Background: an optimization exercise with open tools, aiming at small area and a short achievable clock period. Do not read the settings as production practice.
At most, simulation tests tie the RTL to the original design; equivalence was not proved.
Power is estimated from default activity; no workload was simulated.

==> flow/design.v <==
`timescale 1ns/1ps
`default_nettype none
module lead_zero_count
(
    input  wire  [105:0] fract,
    output logic [6:0]   count
);
    logic [127:0] x;
    logic [63:0]  v1;  logic [63:0]  c1;    
    logic [31:0]  v2;  logic [63:0]  c2;    
    logic [15:0]  v3;  logic [47:0]  c3;    
    logic [7:0]   v4;  logic [31:0]  c4;    
    logic [3:0]   v5;  logic [19:0]  c5;    
    logic [1:0]   v6;  logic [11:0]  c6;    
    assign x = {fract, 1'b1, 21'b0};
    always_comb
    begin
        for (int i = 0; i < 64; i++)
        begin
            v1[i] = x[2*i+1] | x[2*i];
            c1[i] = ~x[2*i+1];
        end
        for (int i = 0; i < 32; i++)
        begin
            v2[i] = v1[2*i+1] | v1[2*i];
            c2[2*i+:2] = v1[2*i+1] ? {1'b0, c1[2*i+1]} : {1'b1, c1[2*i]};
        end
        for (int i = 0; i < 16; i++)
        begin
            v3[i] = v2[2*i+1] | v2[2*i];
            c3[3*i+:3] = v2[2*i+1] ? {1'b0, c2[2*(2*i+1)+:2]} : {1'b1, c2[2*(2*i)+:2]};
        end
        for (int i = 0; i < 8; i++)
        begin
            v4[i] = v3[2*i+1] | v3[2*i];
            c4[4*i+:4] = v3[2*i+1] ? {1'b0, c3[3*(2*i+1)+:3]} : {1'b1, c3[3*(2*i)+:3]};
        end
        for (int i = 0; i < 4; i++)
        begin
            v5[i] = v4[2*i+1] | v4[2*i];
            c5[5*i+:5] = v4[2*i+1] ? {1'b0, c4[4*(2*i+1)+:4]} : {1'b1, c4[4*(2*i)+:4]};
        end
        for (int i = 0; i < 2; i++)
        begin
            v6[i] = v5[2*i+1] | v5[2*i];
            c6[6*i+:6] = v5[2*i+1] ? {1'b0, c5[5*(2*i+1)+:5]} : {1'b1, c5[5*(2*i)+:5]};
        end
        count = v6[1] ? {1'b0, c6[11:6]} : {1'b1, c6[5:0]};
    end
endmodule
`default_nettype wire
`timescale 1ns/1ps
`default_nettype none
module normalizer
(
    input  wire  [105:0] fract_in,
    input  wire  [10:0]  exp_in,
    output logic [52:0]  trunc_n_out,  
    output logic         guard_n_out,  
    output logic         sticky_out,   
    output logic [10:0]  exp_out,      
    output logic [10:0]  exp_inc_out,  
    output logic         denorm_out,
    output logic         kill_out,     
    output logic         exp_ovf_out,  
    output logic         exp_top_out   
);
    logic [10:0]  e1;        
    logic [6:0]   lz;
    logic [6:0]   sh;        
    logic [6:0]   bit_gt;    
    logic [6:0]   bit_eq;    
    logic         limited;   
    assign e1 = {exp_in[10:1], exp_in[0] | ~|exp_in[10:1]};
    lead_zero_count u_lzc
    (
        .fract (fract_in),
        .count (lz)
    );
    logic [7:0] gt_above;    
    logic [7:0] lt_above;
    always_comb
    begin
        for (int k = 0; k < 7; k++)
        begin
            bit_gt[k] = lz[k] & ~e1[k];
            bit_eq[k] = lz[k] ~^ e1[k];
        end
        for (int k = 0; k <= 7; k++)
        begin
            gt_above[k] = 1'b0;
            lt_above[k] = |e1[10:7];
            for (int j = k; j < 7; j++)
            begin
                logic above_eq;
                above_eq = 1'b1;
                for (int i = j + 1; i < 7; i++)
                    above_eq = above_eq & bit_eq[i];
                gt_above[k] = gt_above[k] | (~|e1[10:7] & bit_gt[j] & above_eq);
                lt_above[k] = lt_above[k] | (~lz[j] & e1[j] & above_eq);
            end
        end
        for (int k = 0; k < 7; k++)
            sh[k] = lt_above[k+1] ? lz[k] : gt_above[k+1] ? e1[k] : (lz[k] & e1[k]);
        limited = gt_above[0];
    end
    logic [52:0] trunc_n;
    logic        guard_n;
    norm_shift u_shift
    (
        .fract     (fract_in),
        .sh        (sh),
        .sh_n      (~sh),
        .trunc_n   (trunc_n),
        .guard_n   (guard_n),
        .sticky    (sticky_out)
    );
    assign trunc_n_out = trunc_n;
    assign guard_n_out = guard_n;
    assign denorm_out  = limited;
    assign exp_out     = limited ? 11'd1 : exp_in + 11'd1 - {4'b0, lz};
    assign exp_inc_out = limited ? 11'd2 : exp_in + 11'd2 - {4'b0, lz};
    assign kill_out    = ~|exp_in & ~fract_in[105] & ~fract_in[104];
    assign exp_ovf_out = fract_in[105] & (&exp_in[10:1]);
    assign exp_top_out = (&exp_in[10:2]) &
                         ((fract_in[105] & (exp_in[1:0] == 2'd1 | exp_in[1:0] == 2'd2)) |
                          (~fract_in[105] & fract_in[104] & exp_in[1]) |
                          (fract_in[105:103] == 3'b001 & exp_in[1:0] == 2'd3));
endmodule
module norm_shift
(
    input  wire  [105:0] fract,
    input  wire  [6:0]   sh,
    input  wire  [6:0]   sh_n,
    output logic [52:0]  trunc_n,    
    output logic         guard_n,    
    output logic         sticky      
);
    function automatic logic [105:0] step(input logic [105:0] d, input logic s,
                                          input logic s_n, input int k, input int lo,
                                          input logic pos);
        logic [105:0] q;
        q = '0;
        for (int i = 0; i < 106; i++)
        begin
            if (i < lo)
                q[i] = 1'b0;
            else if (i >= 106 - k)
            begin
                if (i < k)
                    q[i] = ~d[i];
                else if (pos)
                    q[i] = ~(d[i] | (s & d[i-k]));
                else
                    q[i] = ~(d[i] & (s_n | d[i-k]));
            end
            else if (i >= k)
                q[i] = ~((d[i-k] | s_n) & (d[i] | s));
            else if (pos)
                q[i] = ~(d[i] & s_n);
            else
                q[i] = ~(d[i] | s);
        end
        step = q;
    endfunction
    logic [105:0] q6, q5, q4, q3, q2, q1, q0;    
    logic [5:0]   drop;
    always_comb
    begin
        q6 = step(fract, sh[6], sh_n[6], 64, 0,  1'b1);
        q5 = step(q6,    sh[5], sh_n[5], 32, 21, 1'b0);
        q4 = step(q5,    sh[4], sh_n[4], 16, 37, 1'b1);
        q3 = step(q4,    sh[3], sh_n[3], 8,  45, 1'b0);
        q2 = step(q3,    sh[2], sh_n[2], 4,  49, 1'b1);
        q1 = step(q2,    sh[1], sh_n[1], 2,  51, 1'b0);
        q0 = step(q1,    sh[0], sh_n[0], 1,  52, 1'b1);
        drop[5] = sh_n[5] & (~&q6[20:1] | (~q6[0] & |sh[4:0]));
        drop[4] = sh_n[4] & |q5[36:21];
        drop[3] = sh_n[3] & ~&q4[44:37];
        drop[2] = sh_n[2] & |q3[48:45];
        drop[1] = sh_n[1] & ~&q2[50:49];
        drop[0] = sh_n[0] & q1[51];
    end
    assign trunc_n = q0[105:53];
    assign guard_n = q0[52];
    assign sticky  = |drop;
endmodule
`default_nettype wire
`timescale 1ns/1ps
`default_nettype none
module rounder
(
    input  wire          clk,
    input  wire          reset,
    input  wire          sign,
    input  wire  [1:0]   r_mode,
    input  wire  [52:0]  in_trunc_n,   
    input  wire          in_guard_n,   
    input  wire          in_sticky,
    input  wire  [10:0]  in_exp,       
    input  wire  [10:0]  in_exp_inc,   
    input  wire          in_denorm,
    input  wire          in_kill,
    input  wire          in_exp_ovf,
    input  wire          in_exp_top,   
    output logic [52:0]  fract_out,
    output logic [10:0]  exp_out,
    output logic         dn_out,
    output logic         ine_out,
    output logic         overflow_out,
    output logic         infinite_out
);
    logic [52:0] in_trunc;
    logic        in_guard;
    logic        inexact;
    logic        round_inc;
    logic        carry;
    logic [52:0] fract_rnd;
    logic        overflow;
    logic        to_inf;
    logic [52:0] fract_next;
    logic [10:0] exp_next;
    assign in_trunc = ~in_trunc_n;
    assign in_guard = ~in_guard_n;
    assign inexact  = in_guard | in_sticky;
    always_comb
    begin
        case (r_mode)
            2'd0:    round_inc = in_guard & (in_sticky | in_trunc[0]);
            2'd1:    round_inc = 1'b0;
            2'd2:    round_inc = inexact & ~sign;
            default: round_inc = inexact & sign;
        endcase
    end
    logic [7*53-1:0] pre;
    logic [52:0]     all;
    always_comb
    begin
        pre[52:0] = in_trunc;
        for (int l = 1; l < 7; l++)
            for (int i = 0; i < 53; i++)
                if (((i >> (l - 1)) & 1) == 1)
                    pre[53*l + i] = pre[53*(l-1) + i] &
                                    pre[53*(l-1) + ((i >> (l - 1)) << (l - 1)) - 1];
                else
                    pre[53*l + i] = pre[53*(l-1) + i];
        all = pre[7*53-1:6*53];
    end
    assign carry     = round_inc & all[52];
    assign fract_rnd = (in_trunc ^ ({53{round_inc}} & {all[51:0], 1'b1})) | {carry, 52'b0};
    assign overflow = in_exp_ovf | (carry & in_exp_top);
    assign to_inf   = overflow & ((r_mode == 2'd0) | ((r_mode == 2'd2) & ~sign) |
                                  ((r_mode == 2'd3) & sign));
    always_comb
    begin
        if (to_inf | in_kill)
            fract_next = '0;
        else if (overflow)
            fract_next = '1;
        else
            fract_next = fract_rnd;
        if (to_inf)
            exp_next = 11'h7FF;
        else if (overflow)
            exp_next = 11'h7FE;
        else if (in_kill)
            exp_next = 11'd1;
        else
            exp_next = carry ? in_exp_inc : in_exp;
    end
    always_ff @(posedge clk)
    begin
        if (reset)
        begin
            fract_out    <= '0;
            exp_out      <= '0;
            dn_out       <= 1'b0;
            ine_out      <= 1'b0;
            overflow_out <= 1'b0;
            infinite_out <= 1'b0;
        end
        else
        begin
            fract_out    <= fract_next;
            exp_out      <= exp_next;
            dn_out       <= in_denorm;
            ine_out      <= (inexact & ~in_kill) | overflow;
            overflow_out <= overflow;
            infinite_out <= to_inf;
        end
    end
endmodule
`default_nettype wire
`timescale 1ns/1ps
`default_nettype none
module norm_rnd
(
    input  wire          clk,
    input  wire          reset,
    input  wire  [105:0] fract_in,
    input  wire  [10:0]  exp_in,
    input  wire          sign,
    input  wire  [1:0]   r_mode,
    output logic [52:0]  fract_out,
    output logic [10:0]  exp_out,
    output logic         dn_out,
    output logic         ine_out,
    output logic         overflow_out,
    output logic         infinite_out
);
    logic [52:0] nb_trunc_n;
    logic        nb_guard_n;
    logic        nb_sticky;
    logic [10:0] nb_exp;
    logic [10:0] nb_exp_inc;
    logic        nb_denorm;
    logic        nb_kill;
    logic        nb_exp_ovf;
    logic        nb_exp_top;
    normalizer u_normalizer
    (
        .fract_in    (fract_in),
        .exp_in      (exp_in),
        .trunc_n_out (nb_trunc_n),
        .guard_n_out (nb_guard_n),
        .sticky_out  (nb_sticky),
        .exp_out     (nb_exp),
        .exp_inc_out (nb_exp_inc),
        .denorm_out  (nb_denorm),
        .kill_out    (nb_kill),
        .exp_ovf_out (nb_exp_ovf),
        .exp_top_out (nb_exp_top)
    );
    rounder u_rounder
    (
        .clk          (clk),
        .reset        (reset),
        .sign         (sign),
        .r_mode       (r_mode),
        .in_trunc_n   (nb_trunc_n),
        .in_guard_n   (nb_guard_n),
        .in_sticky    (nb_sticky),
        .in_exp       (nb_exp),
        .in_exp_inc   (nb_exp_inc),
        .in_denorm    (nb_denorm),
        .in_kill      (nb_kill),
        .in_exp_ovf   (nb_exp_ovf),
        .in_exp_top   (nb_exp_top),
        .fract_out    (fract_out),
        .exp_out      (exp_out),
        .dn_out       (dn_out),
        .ine_out      (ine_out),
        .overflow_out (overflow_out),
        .infinite_out (infinite_out)
    );
endmodule
`default_nettype wire
export LEC_CHECK = 0
export ABC_AREA = 0
export CAP_MARGIN = 20
export CORE_MARGIN = 2
export CORE_UTILIZATION = 30
export SLEW_MARGIN = 20
export SYNTH_HIERARCHICAL = 1
export SYNTH_MINIMUM_KEEP_SIZE = 0
export TNS_END_PERCENT = 100
create_clock -name core_clock -period 14.0 [get_ports {clk}]
standard.sh (not shown) runs the stock make flow with config.mk's settings and CLKGATE_MAP_FILE= SYNTH_SCRIPT=/design/flow/synth_recipe.tcl, a recipe that flattens the netlist after the stock synthesis.
==> flow/flow/run.sh <==
#!/bin/bash
# The standard layout, with plain buf_1 cells as the port buffers instead of
# the delay cells buffer_ports picks by default. Every port still gets its
# own buffer.
set -euo pipefail
export BUFFER_PORTS_ARGS="-buffer_cell sky130_fd_sc_hd__buf_1"
export SETUP_SLACK_MARGIN=5
bash standard.sh > standard_flow.log 2>&1
==> next run, changes <==
--- a/flow/design.v
+++ b/flow/design.v
@@ -70,15 +70,21 @@
     logic [6:0]   sh;        
     logic [6:0]   bit_gt;    
     logic [6:0]   bit_eq;    
     logic         limited;   
     assign e1 = {exp_in[10:1], exp_in[0] | ~|exp_in[10:1]};
+    logic [6:0] lz_full;
     lead_zero_count u_lzc
     (
         .fract (fract_in),
-        .count (lz)
+        .count (lz_full)
     );
+    logic zero_hi64, zero_hi32, zero_mid32;
+    assign zero_hi64  = ~|fract_in[105:42];
+    assign zero_hi32  = ~|fract_in[105:74];
+    assign zero_mid32 = ~|fract_in[41:10];
+    assign lz = {zero_hi64, zero_hi64 ? zero_mid32 : zero_hi32, lz_full[4:0]};
     logic [7:0] gt_above;    
     logic [7:0] lt_above;
     always_comb
     begin
         for (int k = 0; k < 7; k++)
Via count is higher by 6.4%; global-route usage is higher by 2.1 points; total power is lower by about 1.6%; cell count is higher by 2.8%; worst setup slack degrades by 0.081 ns; area after synthesis is higher by about 3.2%.
The RTL of the second run of this note was laid out without a check of its function.

==> re-timing with driven ports <==
In the flow no input, the clock included, has a driving cell. The finished layouts below were timed again as built, in two steps.
Step 1 (the two cells are an assumption about what drives the block):
set clk [get_ports {clk}]
set_driving_cell -lib_cell sky130_fd_sc_hd__clkbuf_16 $clk
set_driving_cell -lib_cell sky130_fd_sc_hd__buf_2 [delete_from_list [all_inputs] $clk]
Step 2 moves the port delays by t, midway between the first and last clock arrival at a register: inputs arrive t later, outputs are due t later. That takes back most of the time a late clock gives input paths.
a / b / c = ideal ports / drivers / drivers and shift; a / b = the first two.
run	t, ns	slack for setup (ns)	hold WS [ns]	slew at the worst register clock pin (ns)	pins driven straight from the clock port
the first run	0.357	5.145 / 5.160 / 4.803	2.776 / 2.781 / 3.138	0.06 / 0.06	1
the second run	0.360	5.064 / 5.073 / 4.713	2.766 / 2.754 / 3.114	0.05 / 0.05	1
After both steps every run listed still meets setup and hold. The setup slack of the second run, which loses most, moves by +0.009 ns with the drivers and by -0.351 ns with both steps.
